Background: an optimization exercise with open tools, aiming at small area, a short achievable clock period and few clock cycles per item. Do not read the settings as production practice. Function was checked by simulation only, so behaviour that the tests miss may differ from the original.

==> flow/design.v, too long to show whole: its modules and the start of the top module <==
// module hsg_ctrl: 103 lines
// module hsg_add: 42 lines
// module hsg_dpath: 217 lines
// module hsg_dpath2: 87 lines
// module halton_sequence_generator_unit: 120 lines
module halton_sequence_generator_unit #(
	parameter int DIMS       = 8,
	parameter int FRAC_WIDTH = 16
) (
	input  logic        clk,
	input  logic        arst_n,
	input  logic        s_tvalid,
	output logic        s_tready,
	input  logic [15:0] s_tdata,    
	output logic        m_tvalid,
	input  logic        m_tready,
	output logic [71:0] m_tdata,    
	output logic [0:0]  m_tuser,    
	output logic        m_tlast,
	input  logic        cfg_valid,
	output logic        cfg_ready,
	input  logic [3:0]  cfg_data    
);
  // ...
==> flow/run.sh <==
#!/bin/bash
# synth_recipe.tcl (not shown) runs the flow's synth.tcl, then flattens the netlist and writes it again
# the make line also repeats each setting of config.mk as NAME=value (left out here)
make -C /OpenROAD-flow-scripts/flow DESIGN_CONFIG=/design/flow/config.mk WORK_HOME=/design/flow/orfs CLKGATE_MAP_FILE= SYNTH_SCRIPT=/design/flow/synth_recipe.tcl finish
==> flow/config.mk <==
export PLATFORM = sky130hd
export DESIGN_NAME = halton_sequence_generator_unit
export DESIGN_NICKNAME = halton_sequence_generator_unit
export VERILOG_FILES = /design/flow/design.v
export SDC_FILE = /design/flow/constraint.sdc
export NUM_CORES = 4
export LEC_CHECK = 0
export CAP_MARGIN = 20
export CORE_MARGIN = 2
export CORE_UTILIZATION = 55
export CTS_BUF_LIST = sky130_fd_sc_hd__clkbuf_4 sky130_fd_sc_hd__clkbuf_8
export SETUP_SLACK_MARGIN = 5.0
export SLEW_MARGIN = 20
==> flow/constraint.sdc <==
create_clock -name core_clock -period 10.0 [get_ports {clk}]
set_input_delay 2.0000 -clock core_clock [delete_from_list [all_inputs] [get_ports {clk}]]
set_output_delay 2.0000 -clock core_clock [all_outputs]
set_load 0.01 [all_outputs]
==> results by group, run 1 <==
Synthesis
  – Seq cells post-synth: 551
  – Synth cell count leaders: nor2_1 (390), nand2_1 (292), inv_1 (268), edfxtp_1 (263), a21oi_1 (254)
  – Cells after Synth: 3748
  – Synth top area cells: edfxtp_1 (23%), dfxtp_1 (14%), fa_1 (7.1%), ha_1 (6.8%), nor2_1 (4.2%)
  – Largest family of logic cells by synthesized area: simple AND/OR/NAND/NOR gates

CTS
  – CTS Buffer Depth: 3
  – Post-CTS Setup Bufs: 0

GRT
  – Top Usage Layer GRT: met2
  – GR met1 Demand/Resource: 39.3%

Layout
  – Seq/total area: 36.9%
  – Clkbuf count: 134
  – Fin nets: 4074
  – Area occupied by registers: 0.0139 mm^2
  – Buffers, non-clock: 94
  – Clock-cell share: 5.31%
  – Seq cells: 551

Floorplanning
  – Core ar.: 0.0619 mm^2
  – Full die area: 0.0649 mm^2
  – Die Ht: 255 um

Worst hold path
  – WHS Path Cells: 1

Place
  – Placed Area: 0.0356 mm^2
  – Post-DP HPWL: 70.2 mm

Critical path
  – Setup slack, reg-to-reg: 5.85 ns
  – CP endpoint kind: flip-flop
  – Worst Setup SP: u_dim7.ph_q[1]$_DFFE_PN0P_

Timing
  – Pins Over Slew Limit: 0
  – Unrepaired setup endpoints after global routing: false

Outcome
  – Outcome: timing/DRC/antenna clean
Testbench counts, summed over its fixed seeds: cycles 3,136, items 384.
==> module hsg_ctrl, before the edit <==
module hsg_ctrl (
	input  logic                          clk,
	input  logic                          arst_n,
	input  logic                          s_tvalid,
	output logic                          s_tready,
	input  logic [15:0]                   s_tdata,
	input  logic                          cfg_valid,
	output logic                          cfg_ready,
	input  logic [hsg_pkg::ACTIVE_W-1:0]  cfg_data,
	input  logic                          m_tready,
	input  logic [7:0]                    hold,      
	input  logic [7:0]                    taken,     
	output logic                          n_valid,
	output logic                          n_rst,
	output logic [7:0]                    n_s,
	output logic [3:0]                    n_c,
	output logic                          m_tvalid,
	output logic                          m_tlast,
	output logic [2:0]                    q,         
	output logic [7:0]                    qh,        
	output logic                          load,      
	output logic                          adv,       
	output logic [7:0]                    xfer_d
);
	logic [hsg_pkg::ACTIVE_W-1:0] active_q;
	logic        nv_q, noc_q;
	logic [12:0] n_q;
	logic        cv_q;
	logic [2:0]  q_q;
	logic        ov_q, ol_q, sr_q;
	logic [7:0]  qh_q, ls_q;     
	logic        accept, last, claim;
	logic [3:0]  cap;
	assign cfg_ready = 1'b1;
	assign s_tready  = sr_q;
	assign accept    = s_tvalid && !nv_q;
	assign cap       = (active_q > 4'd8) ? 4'd8 : active_q;
	assign adv      = !ov_q || m_tready;
	logic avail;
	assign avail    = cv_q && |(hold & qh_q);
	assign last     = |(qh_q & ls_q);
	assign xfer_d   = {8{adv}} & (avail ? qh_q : 8'd0);
	logic       cl_n [2];
	logic       nv_n [2], noc_n [2], cv_n [2], sr_n [2];
	logic [2:0] q_n [2];
	logic [7:0] qh_n [2];
	genvar ga;
	generate
		for (ga = 0; ga < 2; ga++) begin : g_adv
			logic ld, fr;
			assign ld        = (ga == 1) && avail;
			assign cl_n[ga]  = nv_q && !noc_q && (!cv_q || (ld && last));
			assign fr        = nv_q && (&taken) && (noc_q || cl_n[ga]);
			assign sr_n[ga]  = !(accept || (nv_q && !fr));
			assign nv_n[ga]  = accept ? 1'b1 : fr ? 1'b0 : nv_q;
			assign noc_n[ga] = accept ? 1'b0 : (!fr && cl_n[ga]) ? 1'b1 : noc_q;
			assign cv_n[ga]  = cl_n[ga] ? (n_q[12:9] != 4'd0) : ld ? !last : cv_q;
			assign q_n[ga]   = cl_n[ga] ? 3'd0 : ld ? (last ? 3'd0 : q_q + 3'd1) : q_q;
			assign qh_n[ga]  = cl_n[ga] ? 8'd1 : ld ? (last ? 8'd1 : {qh_q[6:0], qh_q[7]}) : qh_q;
		end
	endgenerate
	assign claim = adv ? cl_n[1] : cl_n[0];
	always_ff @(posedge clk or negedge arst_n) begin
		if (!arst_n) begin
			active_q <= hsg_pkg::ACTIVE_RESET;
			nv_q     <= 1'b0;
			noc_q    <= 1'b0;
			cv_q     <= 1'b0;
			ov_q     <= 1'b0;
			sr_q     <= 1'b1;
		end else begin
			if (cfg_valid)
				active_q <= cfg_data;
			sr_q  <= adv ? sr_n[1]  : sr_n[0];
			nv_q  <= adv ? nv_n[1]  : nv_n[0];
			noc_q <= adv ? noc_n[1] : noc_n[0];
			cv_q  <= adv ? cv_n[1]  : cv_n[0];
			ov_q  <= adv ? avail : 1'b1;
		end
	end
	always_ff @(posedge clk) begin
		if (adv) begin
			q_q  <= q_n[1];
			qh_q <= qh_n[1];
		end
	end
	always_ff @(posedge clk) begin
		if (accept)
			n_q <= {cap, s_tdata[8:1], s_tdata[0]};
		if (adv ? cl_n[1] : cl_n[0])
			ls_q <= (n_q[12:9] == 4'd0) ? 8'd0 : (8'd1 << (n_q[11:9] - 3'd1));
		if (adv)
			ol_q <= last;
	end
	assign n_valid = nv_q;
	assign n_rst   = n_q[0];
	assign n_s     = n_q[8:1];
	assign n_c     = n_q[12:9];
	assign m_tvalid = ov_q;
	assign m_tlast  = ol_q;
	assign q       = q_q;
	assign qh      = qh_q;
endmodule
==> module hsg_dpath, before the edit <==
module hsg_dpath #(
	parameter int IDX = 1,     
	parameter int P   = 7,     
	parameter int E   = 1,     
	parameter int B   = 7,     
	parameter int K   = 5,     
	parameter int KP  = 5,     
	parameter int W   = 15,    
	parameter int DB  = 3,     
	parameter int ND  = 3      
) (
	input  logic         clk,
	input  logic         arst_n,
	input  logic         n_valid,
	input  logic         n_rst,
	input  logic [7:0]   n_s,
	input  logic [3:0]   n_c,
	input  logic         xfer,
	output logic         hold,
	output logic         taken,
	output logic [W-1:0] num,
	output logic [3:0]   k,
	output logic         ovf
);
	localparam logic [1:0] S_IDLE = 2'd0, S_RUN = 2'd1, S_LAG = 2'd2, S_HOLD = 2'd3;
	localparam logic [W-1:0] NUM_MAX = W'(B ** K - 1);
	logic [1:0]      ph_q;
	logic            took_q;
	logic [2:0]      j_q;
	logic            done_q;
	logic [K*DB-1:0] ring_q;
	logic [ND*DB-1:0] sh_q;     
	logic [1:0]      cy_q;      
	logic [5:0]      u_q;       
	logic [W-1:0]    acc_q;
	logic [3:0]      k_q;
	logic            ovf_q;
	logic [DB-1:0]   x_q;       
	logic            part_q;    
	logic            upd_q;     
	logic            sat_q;     
	logic            kd_q;      
	logic            kz_q;      
	logic fresh_q;
	logic act, start, start_run, clr, step, rst_e;
	assign rst_e     = n_rst || fresh_q;
	assign act       = (n_c > 4'(IDX));
	assign start     = (ph_q == S_IDLE) && n_valid && !took_q;
	assign start_run = start && act && !(ovf_q && !rst_e);
	assign clr       = start && rst_e;
	assign step      = (ph_q == S_RUN);
	logic [DB+1:0]    t;
	logic [1:0]       co;
	logic             one_dig;
	logic [DB-1:0]    r;
	logic [6:0]       hx;        
	logic [ND*DB-1:0] hd;
	hsg_add #(.W(DB+2), .N(2)) u_tadd (
		.a((DB+2)'(u_q)), .b((DB+2)'(cy_q)), .c('0), .cin(1'b0), .y(t));
	logic [DB-1:0] un_a, un_b;
	logic [5:0]    u_new;
	assign un_a  = step ? ring_q[2*DB-1:DB] : (clr ? '0 : ring_q[DB-1:0]);
	assign un_b  = step ? sh_q[2*DB-1:DB] : hd[DB-1:0];
	hsg_add #(.W(6), .N(3)) u_uadd (
		.a(6'(un_a)), .b(6'(un_b)), .c(step ? 6'd0 : 6'(n_s[3:0])), .cin(1'b0), .y(u_new));
	logic [5:0]       t6;
	assign t6 = 6'(t);
	generate
		if (B == 9) begin : g_t9
			assign hd = hsg_pkg::hdig9(n_s[7:4]);
			assign {co, one_dig, r} = hsg_pkg::gnorm9(t6);
			assign hx = hsg_pkg::henc9({part_q, x_q});
		end else if (B == 25) begin : g_t25
			assign hd = hsg_pkg::hdig25(n_s[7:4]);
			assign {co, one_dig, r} = hsg_pkg::gnorm25(t6);
			assign hx = hsg_pkg::henc25({part_q, x_q});
		end else if (B == 7) begin : g_t7
			assign hd = hsg_pkg::hdig7(n_s[7:4]);
			assign {co, one_dig, r} = hsg_pkg::gnorm7(t6);
			assign hx = hsg_pkg::henc7({part_q, x_q});
		end else if (B == 11) begin : g_t11
			assign hd = hsg_pkg::hdig11(n_s[7:4]);
			assign {co, one_dig, r} = hsg_pkg::gnorm11(t6);
			assign hx = hsg_pkg::henc11({part_q, x_q});
		end else if (B == 13) begin : g_t13
			assign hd = hsg_pkg::hdig13(n_s[7:4]);
			assign {co, one_dig, r} = hsg_pkg::gnorm13(t6);
			assign hx = hsg_pkg::henc13({part_q, x_q});
		end else if (B == 17) begin : g_t17
			assign hd = hsg_pkg::hdig17(n_s[7:4]);
			assign {co, one_dig, r} = hsg_pkg::gnorm17(t6);
			assign hx = hsg_pkg::henc17({part_q, x_q});
		end else begin : g_t19
			assign hd = hsg_pkg::hdig19(n_s[7:4]);
			assign {co, one_dig, r} = hsg_pkg::gnorm19(t6);
			assign hx = hsg_pkg::henc19({part_q, x_q});
		end
	endgenerate
	logic [3:0] k_full, k_part;
	assign k_full = 4'(E) * 4'(j_q);
	assign k_part = 4'(E) * 4'(j_q) - 4'(E) + 4'd1;
	logic done_now, last, ovf_now, part;
	assign last     = (j_q == 3'(K - 1));
	assign done_now = !done_q && (co == 2'd0) && (sh_q[ND*DB-1:DB] == '0) &&
	                  ((5'(E) * (5'(j_q) + 5'd1)) >= 5'(k_q));
	assign ovf_now  = last && (co != 2'd0);
	assign part     = (E == 2) && done_now && one_dig;
	logic [W-1:0] op_a, op_b, op_c, acc_new;
	logic         op_ci;
	generate
		if (B == 9) begin : g_h9
			assign op_a  = part_q ? ((acc_q << 1) | W'(hx[0])) : ((acc_q << 3) | W'(hx[2:0]));
			assign op_b  = acc_q;
			assign op_c  = '0;
			assign op_ci = hx[3];
		end else if (B == 25) begin : g_h25
			assign op_a  = part_q ? ((acc_q << 2) | W'(hx[1:0])) : ((acc_q << 5) | W'(hx[4:0]));
			assign op_b  = part_q ? '0 : ~(acc_q << 3);
			assign op_c  = acc_q;
			assign op_ci = hx[5];
		end else if (B == 7) begin : g_h7
			assign op_a  = (acc_q << 3) | W'(hx[2:0]);
			assign op_b  = ~acc_q;
			assign op_c  = '0;
			assign op_ci = 1'b1;
		end else if (B == 11) begin : g_h11
			assign op_a  = (acc_q << 4) | W'(hx[3:0]);
			assign op_b  = ~(acc_q << 2);
			assign op_c  = ~acc_q;
			assign op_ci = 1'b0;
		end else if (B == 13) begin : g_h13
			assign op_a  = (acc_q << 4) | W'(hx[3:0]);
			assign op_b  = ~(acc_q << 1);
			assign op_c  = ~acc_q;
			assign op_ci = 1'b0;
		end else if (B == 17) begin : g_h17
			assign op_a  = (acc_q << 4) | W'(hx[3:0]);
			assign op_b  = acc_q;
			assign op_c  = '0;
			assign op_ci = hx[4];
		end else begin : g_h19
			assign op_a  = (acc_q << 4) | W'(hx[3:0]);
			assign op_b  = (acc_q << 2) | W'(hx[5:4]);
			assign op_c  = ~acc_q;
			assign op_ci = hx[6];
		end
	endgenerate
	localparam int HN = (B == 9 || B == 7 || B == 17) ? 2 : 3;
	hsg_add #(.W(W), .N(HN)) u_add (.a(op_a), .b(op_b), .c(op_c), .cin(op_ci), .y(acc_new));
	always_ff @(posedge clk or negedge arst_n) begin
		if (!arst_n) begin
			ph_q    <= S_IDLE;
			took_q  <= 1'b0;
			fresh_q <= 1'b1;
		end else begin
			took_q <= n_valid && (took_q || start);
			if (start)
				fresh_q <= 1'b0;
			if (start && act)
				ph_q <= start_run ? S_RUN : S_HOLD;
			if (ph_q == S_LAG)
				ph_q <= S_HOLD;
			if (ph_q == S_HOLD && xfer)
				ph_q <= S_IDLE;
			if (step && last)
				ph_q <= S_LAG;
		end
	end
	always_ff @(posedge clk) begin
		if (clr) begin
			ring_q <= '0;
			k_q    <= 4'd0;
			ovf_q  <= 1'b0;
		end
		if (step) begin
			ring_q <= {r, ring_q[K*DB-1:DB]};
		end
		if (kd_q)
			k_q <= kz_q ? 4'd0 : part_q ? k_part : k_full;
		if (sat_q) begin
			k_q   <= 4'(KP);
			ovf_q <= 1'b1;
		end
	end
	always_ff @(posedge clk) begin
		upd_q  <= step && !done_q;
		sat_q  <= step && ovf_now;
		kd_q   <= step && done_now;
		kz_q   <= (r == '0);
		x_q    <= r;
		part_q <= part;
		if (start_run) begin
			sh_q   <= hd;
			cy_q   <= 2'd0;
			u_q    <= u_new;
			j_q    <= 3'd0;
			done_q <= 1'b0;
		end else if (step) begin
			sh_q   <= {{DB{1'b0}}, sh_q[ND*DB-1:DB]};
			cy_q   <= co;
			u_q    <= u_new;
			j_q    <= j_q + 3'd1;
			done_q <= done_q || done_now;
		end
		if (start_run)
			acc_q <= '0;
		else if (sat_q)
			acc_q <= NUM_MAX;
		else if (upd_q)
			acc_q <= acc_new;
	end
	assign hold  = (ph_q == S_HOLD);
	assign taken = took_q || start;
	assign num   = acc_q;
	assign k     = k_q;
	assign ovf   = ovf_q;
endmodule
==> run 2, diff against run 1 <==
--- a/flow/design.v
+++ b/flow/design.v
@@ -2181,6 +2181,8 @@
 			nv_q     <= 1'b0;
 			noc_q    <= 1'b0;
 			cv_q     <= 1'b0;
+			q_q      <= 3'd0;
+			qh_q     <= 8'd1;
 			ov_q     <= 1'b0;
 			sr_q     <= 1'b1;
 		end else begin
@@ -2190,16 +2192,14 @@
 			nv_q  <= adv ? nv_n[1]  : nv_n[0];
 			noc_q <= adv ? noc_n[1] : noc_n[0];
 			cv_q  <= adv ? cv_n[1]  : cv_n[0];
+			if (adv) begin
+				q_q  <= q_n[1];
+				qh_q <= qh_n[1];
+			end
 			ov_q  <= adv ? avail : 1'b1;
 		end
 	end
 	always_ff @(posedge clk) begin
-		if (adv) begin
-			q_q  <= q_n[1];
-			qh_q <= qh_n[1];
-		end
-	end
-	always_ff @(posedge clk) begin
 		if (accept)
 			n_q <= {cap, s_tdata[8:1], s_tdata[0]};
 		if (adv ? cl_n[1] : cl_n[0])
@@ -2290,12 +2290,11 @@
 	logic            done_q;
 	logic [K*DB-1:0] ring_q;
 	logic [ND*DB-1:0] sh_q;     
-	logic [1:0]      cy_q;      
-	logic [5:0]      u_q;       
+	logic [3:0]      cy_q;      
 	logic [W-1:0]    acc_q;
 	logic [3:0]      k_q;
 	logic            ovf_q;
-	logic [DB-1:0]   x_q;       
+	logic [6:0]      x_q;       
 	logic            part_q;    
 	logic            upd_q;     
 	logic            sat_q;     
@@ -2315,45 +2314,39 @@
 	logic [DB-1:0]    r;
 	logic [6:0]       hx;        
 	logic [ND*DB-1:0] hd;
-	hsg_add #(.W(DB+2), .N(2)) u_tadd (
-		.a((DB+2)'(u_q)), .b((DB+2)'(cy_q)), .c('0), .cin(1'b0), .y(t));
-	logic [DB-1:0] un_a, un_b;
-	logic [5:0]    u_new;
-	assign un_a  = step ? ring_q[2*DB-1:DB] : (clr ? '0 : ring_q[DB-1:0]);
-	assign un_b  = step ? sh_q[2*DB-1:DB] : hd[DB-1:0];
-	hsg_add #(.W(6), .N(3)) u_uadd (
-		.a(6'(un_a)), .b(6'(un_b)), .c(step ? 6'd0 : 6'(n_s[3:0])), .cin(1'b0), .y(u_new));
+	hsg_add #(.W(DB+2), .N(3)) u_tadd (
+		.a((DB+2)'(ring_q[DB-1:0])), .b((DB+2)'(sh_q[DB-1:0])), .c((DB+2)'(cy_q)), .cin(1'b0), .y(t));
 	logic [5:0]       t6;
 	assign t6 = 6'(t);
 	generate
 		if (B == 9) begin : g_t9
 			assign hd = hsg_pkg::hdig9(n_s[7:4]);
 			assign {co, one_dig, r} = hsg_pkg::gnorm9(t6);
-			assign hx = hsg_pkg::henc9({part_q, x_q});
+			assign hx = hsg_pkg::henc9({part, r});
 		end else if (B == 25) begin : g_t25
 			assign hd = hsg_pkg::hdig25(n_s[7:4]);
 			assign {co, one_dig, r} = hsg_pkg::gnorm25(t6);
-			assign hx = hsg_pkg::henc25({part_q, x_q});
+			assign hx = hsg_pkg::henc25({part, r});
 		end else if (B == 7) begin : g_t7
 			assign hd = hsg_pkg::hdig7(n_s[7:4]);
 			assign {co, one_dig, r} = hsg_pkg::gnorm7(t6);
-			assign hx = hsg_pkg::henc7({part_q, x_q});
+			assign hx = hsg_pkg::henc7({part, r});
 		end else if (B == 11) begin : g_t11
 			assign hd = hsg_pkg::hdig11(n_s[7:4]);
 			assign {co, one_dig, r} = hsg_pkg::gnorm11(t6);
-			assign hx = hsg_pkg::henc11({part_q, x_q});
+			assign hx = hsg_pkg::henc11({part, r});
 		end else if (B == 13) begin : g_t13
 			assign hd = hsg_pkg::hdig13(n_s[7:4]);
 			assign {co, one_dig, r} = hsg_pkg::gnorm13(t6);
-			assign hx = hsg_pkg::henc13({part_q, x_q});
+			assign hx = hsg_pkg::henc13({part, r});
 		end else if (B == 17) begin : g_t17
 			assign hd = hsg_pkg::hdig17(n_s[7:4]);
 			assign {co, one_dig, r} = hsg_pkg::gnorm17(t6);
-			assign hx = hsg_pkg::henc17({part_q, x_q});
+			assign hx = hsg_pkg::henc17({part, r});
 		end else begin : g_t19
 			assign hd = hsg_pkg::hdig19(n_s[7:4]);
 			assign {co, one_dig, r} = hsg_pkg::gnorm19(t6);
-			assign hx = hsg_pkg::henc19({part_q, x_q});
+			assign hx = hsg_pkg::henc19({part, r});
 		end
 	endgenerate
 	logic [3:0] k_full, k_part;
@@ -2369,40 +2362,40 @@
 	logic         op_ci;
 	generate
 		if (B == 9) begin : g_h9
-			assign op_a  = part_q ? ((acc_q << 1) | W'(hx[0])) : ((acc_q << 3) | W'(hx[2:0]));
+			assign op_a  = part_q ? ((acc_q << 1) | W'(x_q[0])) : ((acc_q << 3) | W'(x_q[2:0]));
 			assign op_b  = acc_q;
 			assign op_c  = '0;
-			assign op_ci = hx[3];
+			assign op_ci = x_q[3];
 		end else if (B == 25) begin : g_h25
-			assign op_a  = part_q ? ((acc_q << 2) | W'(hx[1:0])) : ((acc_q << 5) | W'(hx[4:0]));
+			assign op_a  = part_q ? ((acc_q << 2) | W'(x_q[1:0])) : ((acc_q << 5) | W'(x_q[4:0]));
 			assign op_b  = part_q ? '0 : ~(acc_q << 3);
 			assign op_c  = acc_q;
-			assign op_ci = hx[5];
+			assign op_ci = x_q[5];
 		end else if (B == 7) begin : g_h7
-			assign op_a  = (acc_q << 3) | W'(hx[2:0]);
+			assign op_a  = (acc_q << 3) | W'(x_q[2:0]);
 			assign op_b  = ~acc_q;
 			assign op_c  = '0;
 			assign op_ci = 1'b1;
 		end else if (B == 11) begin : g_h11
-			assign op_a  = (acc_q << 4) | W'(hx[3:0]);
+			assign op_a  = (acc_q << 4) | W'(x_q[3:0]);
 			assign op_b  = ~(acc_q << 2);
 			assign op_c  = ~acc_q;
 			assign op_ci = 1'b0;
 		end else if (B == 13) begin : g_h13
-			assign op_a  = (acc_q << 4) | W'(hx[3:0]);
+			assign op_a  = (acc_q << 4) | W'(x_q[3:0]);
 			assign op_b  = ~(acc_q << 1);
 			assign op_c  = ~acc_q;
 			assign op_ci = 1'b0;
 		end else if (B == 17) begin : g_h17
-			assign op_a  = (acc_q << 4) | W'(hx[3:0]);
+			assign op_a  = (acc_q << 4) | W'(x_q[3:0]);
 			assign op_b  = acc_q;
 			assign op_c  = '0;
-			assign op_ci = hx[4];
+			assign op_ci = x_q[4];
 		end else begin : g_h19
-			assign op_a  = (acc_q << 4) | W'(hx[3:0]);
-			assign op_b  = (acc_q << 2) | W'(hx[5:4]);
+			assign op_a  = (acc_q << 4) | W'(x_q[3:0]);
+			assign op_b  = (acc_q << 2) | W'(x_q[5:4]);
 			assign op_c  = ~acc_q;
-			assign op_ci = hx[6];
+			assign op_ci = x_q[6];
 		end
 	endgenerate
 	localparam int HN = (B == 9 || B == 7 || B == 17) ? 2 : 3;
@@ -2447,18 +2440,16 @@
 		sat_q  <= step && ovf_now;
 		kd_q   <= step && done_now;
 		kz_q   <= (r == '0);
-		x_q    <= r;
+		x_q    <= hx;
 		part_q <= part;
 		if (start_run) begin
 			sh_q   <= hd;
-			cy_q   <= 2'd0;
-			u_q    <= u_new;
+			cy_q   <= n_s[3:0];
 			j_q    <= 3'd0;
 			done_q <= 1'b0;
 		end else if (step) begin
 			sh_q   <= {{DB{1'b0}}, sh_q[ND*DB-1:DB]};
-			cy_q   <= co;
-			u_q    <= u_new;
+			cy_q   <= 4'(co);
 			j_q    <= j_q + 3'd1;
 			done_q <= done_q || done_now;
 		end
--- a/flow/config.mk
+++ b/flow/config.mk
@@ -5,9 +5,9 @@
 export SDC_FILE = /design/flow/constraint.sdc
 export NUM_CORES = 4
 export LEC_CHECK = 0
+export ABC_AREA = 1
 export CAP_MARGIN = 20
 export CORE_MARGIN = 2
 export CORE_UTILIZATION = 55
-export CTS_BUF_LIST = sky130_fd_sc_hd__clkbuf_4 sky130_fd_sc_hd__clkbuf_8
 export SETUP_SLACK_MARGIN = 5.0
 export SLEW_MARGIN = 20
==> results by group, run 2 <==
Synthesis
  – Synth top area share: 22.7% (was 22.8%)
  – Top-count cell post-synth: nand2_1 (was nor2_1)
  – Post-Synth Adder-Cell Area: 12.6% (was 14.0%)
  – Number of flops mapped to enable cells by yosys: 269 (was 263)
  – Cells after Synth: 4615 (was 3748)
  – Synth top area cells: edfxtp_1 (23%), dfxtp_1 (13%), nand2_1 (9.8%), inv_1 (8.3%), fa_1 (6.6%) (was edfxtp_1 (23%), dfxtp_1 (14%), fa_1 (7.1%), ha_1 (6.8%), nor2_1 (4.2%))
  – Average size of a mapped cell: 7.72 um^2 (was 9.23 um^2)
  – Synth Area in Compound Gates: 11.9% (was 16.5%)
  – Leading area contributor after synthesis: edfxtp_1 (unchanged)
  – Seq/Total Area, Yosys: 39.6% (was 40.1%)
  – Seq cells post-synth: 557 (was 551)
  – Synth Area in XOR/XNOR: 1.23% (was 3.11%)
  – Synth cell types: 65 (was 82)
  – Cell area after synthesis: 0.0356 mm^2 (was 0.0346 mm^2)
  – Syn. warnings: 50 (was 53)
  – Async set or reset register ratio after synthesis: 9.52% (was 7.62%)
  – Largest family of logic cells by synthesized area: simple AND/OR/NAND/NOR gates (unchanged)
  – Synth cell count leaders: nand2_1 (930), inv_1 (790), nor2_1 (598), a21oi_1 (298), nand3_1 (282) (was nor2_1 (390), nand2_1 (292), inv_1 (268), edfxtp_1 (263), a21oi_1 (254))
  – Post-synthesis mux area share: 0.0281% (was 2.51%)
  – Prevailing post-synth register cell: edfxtp_1 (unchanged)
  – Synth Area in Simple Gates: 24.1% (was 17.7%)

Layout
  – Area occupied by multi-input gates: 0.0179 mm^2 (was 0.0188 mm^2)
  – Max FFs per register: 20 (unchanged)
  – Diodes inserted: 0 (was 4)
  – Fin nets: 4968 (was 4074)
  – Area delta synth->final: 9.47% (was 8.65%)
  – Most flop-heavy register: u_dim1.ring_q (unchanged)
  – Most common cell after layout, fill and taps aside: nand2_1 (was nor2_1)
  – Area occupied by registers: 0.0141 mm^2 (was 0.0139 mm^2)
  – Commonest non-fill, non-tap cells in the layout: nand2_1 (930), inv_1 (789), nor2_1 (598), a21oi_1 (298), nand3_1 (282) (was nor2_1 (390), nand2_1 (292), inv_1 (268), edfxtp_1 (263), a21oi_1 (253))
  – Finished Layout Cells: 5563 (was 4660)
  – Number of fill cells: 6053 (was 5377)
  – Layout cells sized above 1: 4.40% (was 6.99%)

Critical path
  – Crit path DAT: 4.70 ns (was 4.60 ns)
  – Crit path cell chain: inv_1 -> o21ai_0 -> fa_1 -> nand3_1 -> nand3_1 -> inv_1 -> o311ai_0 -> inv_1 -> fa_1 -> nand2_1 -> inv_1 -> o21ai_0 -> o211ai_1 -> nand2_1 -> inv_1 (was nor4b_1 -> o21ai_0 -> and2_1 -> a21oi_1 -> fa_1 -> inv_1 -> ha_1 -> a21o_1 -> a21o_1 -> fa_1 -> xor2_1)
  – CP startpoint kind: flip-flop (unchanged)
  – Worst R2R Start: u_dim1.part_q$_DFF_P_ (was u_dim7.ph_q[1]$_DFFE_PN0P_)
  – Slowest stage delay, CP: 0.99 ns (was 0.66 ns)
  – Worst Setup SP: u_dim1.part_q$_DFF_P_ (was u_dim7.ph_q[1]$_DFFE_PN0P_)
  – CP Max Fanout: 30 (was 7)
  – Cell mode on critical path: inv_1
  – CP endpoint kind: flip-flop (unchanged)
  – Worst EP required: 10.50 ns (was 10.46 ns)
  – Crit Path Class: reg -> reg (unchanged)
  – CP max-delay cell: dfxtp_1 (was nor4b_1)

Timing
  – Setup Viol. Count Final: 0 (unchanged)
  – Fmax: 238 MHz (was 241 MHz)
  – Tmin final: 4.20 ns (was 4.15 ns)
  – Post-Route Setup TNS: 0 ns (unchanged)
  – Fin. Hold Viols: 0 (unchanged)
  – Period utilisation layout: 42.0% (was 41.5%)
  – Slew HR: 29.4% (was 27.1%)
  – Final worst slack: 5.80 ns (was 5.85 ns)
  – Pins Over Slew Limit: 0 (unchanged)
  – Unrepaired setup endpoints after global routing: false (unchanged)
  – Slew @ Worst Pin: 1.06 ns (was 1.09 ns)
  – Clock Skews: 0.0202 ns (was 0.0323 ns)

Floorplanning
  – Full die area: 0.0669 mm^2 (was 0.0649 mm^2)
  – Die X: 259 um (was 255 um)
  – Core ar.: 0.0642 mm^2 (was 0.0619 mm^2)
  – Starting density of the core: 55.5% (was 55.9%)
  – Rows: 93 (was 91)
  – IO Count: 102 (unchanged)
  – Die Ht: 259 um (was 255 um)

Worst hold path
  – Hold WC Path Type: reg -> reg (unchanged)
  – Hold path start: u_dim7.done_q$_SDFFE_PP0P_ (unchanged)

Detailed routing
  – Via/cell ratio: 5.56 (was 5.96)
  – DRT Pass-1 Iters: 6 (unchanged)
  – Vias: 30900 (was 27800)
  – Post-route ant nets: 0 (unchanged)
  – DRC: 0 (unchanged)
  – Final wirelength: 101 mm (was 94.2 mm)
  – Initial drt markers: 3190 (was 2636)
  – Routed WL per cell: 18.2 um (was 20.2 um)

GRT
  – Total GRT Usage: 30.1% (was 29.1%)
  – Vias in the first global route: 28900 (was 26400)
  – Initial antenna violation count: 1 (was 3)
  – Overflow after GRT: 0 (unchanged)
  – Largest net degree at the start of global routing: 54 (was 62)
  – First-pass GRT wire length: 157 mm (was 147 mm)

Place
  – Dpl ws: 5.59 ns (was 5.60 ns)
  – Routability congestion estimate from global placement: 0.968 (was 0.981)
  – Port bufs: 56 (unchanged)
  – Post-DP HPWL: 76.9 mm (was 70.2 mm)
  – DP Cell Count: 5442 (was 4478)

CTS
  – Worst-path clk slew: 0.06 ns (about the same)
  – Hold-fix buffers, CTS: 0 (unchanged)
  – TritonCTS buffer count: 66 (was 95)
  – Post-CTS Setup Bufs: 0 (unchanged)
  – CTS Buffer Depth: 3 (unchanged)
  – CTS sink cnt: 557 (was 551)
  – CTS tree: built (unchanged)
  – Root Buffer: clkbuf_16 (was clkbuf_8)
  – Worst skew pair latency: 0.61 ns (was 0.71 ns)
  – Post-cts resize count: 0 (unchanged)
  – Htree depth: 3 (unchanged)

Outcome
  – Outcome: timing/DRC/antenna clean (unchanged)

Run
  – Max-Cap Viols: 0 (unchanged)
[run 2: cell count changes after synthesis, sizes merged, moves of 55 or more]
cell    previous run  this run
nor2b             55         0
nand3             94       283
inv              268       807
a22oi             69         2
nor2             390       614
and2             144         2
nand2            292       936
clkbuf           175        68
[run 2: critical path: cells and delay by family, from the launching register on]
kind | cells | cell delay (ns)
simple gates | 4 | 0.34
compound gates | 4 | 1.43
buf+inv | 5 | 0.64
flops | 1 | 0.99
fa+ha+maj | 2 | 0.69
[run 2: cells by family (layout without fill, tap and decap cells)]
kind of cell	count (synthesis)	after routing
AOI/OAI and AO/OA	724	724
xor gates and xnor gates	50	50
adders and majority gates	288	288
buffers and inverters	952	1009
DFF	557	557
muxes	1	1
other	2	38
and+or+nand+nor	2041	2041
[run 2: cell type report]
| cell class | instances | area share [%] |
|---|---|---|
| multi-input combinational | 3142 | 45.9 |
| sequential | 557 | 36.2 |
| inverter | 818 | 7.87 |
| clock buffer | 96 | 5.05 |
| tap | 855 | 2.74 |
| timing repair buffer | 70 | 1.69 |
| clock inverter | 25 | 0.510 |
[run 2: worst paths after layout]
check                                               end  slack [ns]  cells after the start
max in group asynchronous    u_dim7.ph_q[0]$_DFFE_PN0P_        7.87                      2
min                                u_dim7.upd_q$_DFF_P_        0.43                      1
max                        u_dim1.acc_q[9]$_SDFFE_PP0P_        5.80                     15
max reg2reg                u_dim1.acc_q[9]$_SDFFE_PP0P_        5.80                     15
min reg2reg                        u_dim7.upd_q$_DFF_P_        0.43                      1
min in group asynchronous         u_ctrl.ov_q$_DFF_PN0_        1.54                      2
[run 2: layer usage]
layer | vias to the layer above | share of wire [%] | GRT usage [%]
li1 | 15100 | - | -
met1 | 14500 | 44 | 41.8
met2 | 1125 | 46 | 48.1
met3 | 195 | 7.3 | 5.25
met4 | 2 | 2.9 | 9.09
met5 | - | 0.014 | 0
[run 2: per-stage QoR]
step | hold slack (ns) | instance area, um^2 | utilization (%)
floorplan | 0.403 | 35800 | -
global placement | 0.421 | 36900 | 57.4
detailed placement | 0.428 | 36900 | 57.4
CTS | 0.431 | 39000 | 60.8
global route | 0.468 | 39000 | 60.8
finish | 0.432 | 39000 | 60.8
Testbench counts of run 2, summed over its fixed seeds: cycles 3,136, items 384.

==> static timing again, ports no longer ideal <==
The flow's constraints put no driver on any port. The routed layouts listed below were extracted and timed again, unchanged, in two steps. Step 1 sets driving cells, clkbuf_16 on the clock port and buf_2 on the other inputs (assumed; they add their load-dependent delay and slew). Step 2 moves the port delays by t, midway between the first and last clock arrival at a register: inputs arrive t later, outputs are due t later. That takes back most of the time a late clock gives input paths. Three values: ideal ports, drivers, drivers and shift; two values: the first two.
| run | shift t [ns] | setup WS [ns] | worst data-port slew with drivers (ns) | pins driven straight from the clock port |
|---|---|---|---|---|
| run 1 | 0.752 | 5.851 / 5.851 / 5.851 | 0.08 | 1 |
| run 2 | 0.671 | 5.801 / 5.801 / 5.537 | 0.05 | 1 |
After both steps every run listed still meets setup and hold. For run 2, which loses most, drivers alone change the setup slack by 0.000 ns; drivers and shift together by -0.264 ns.
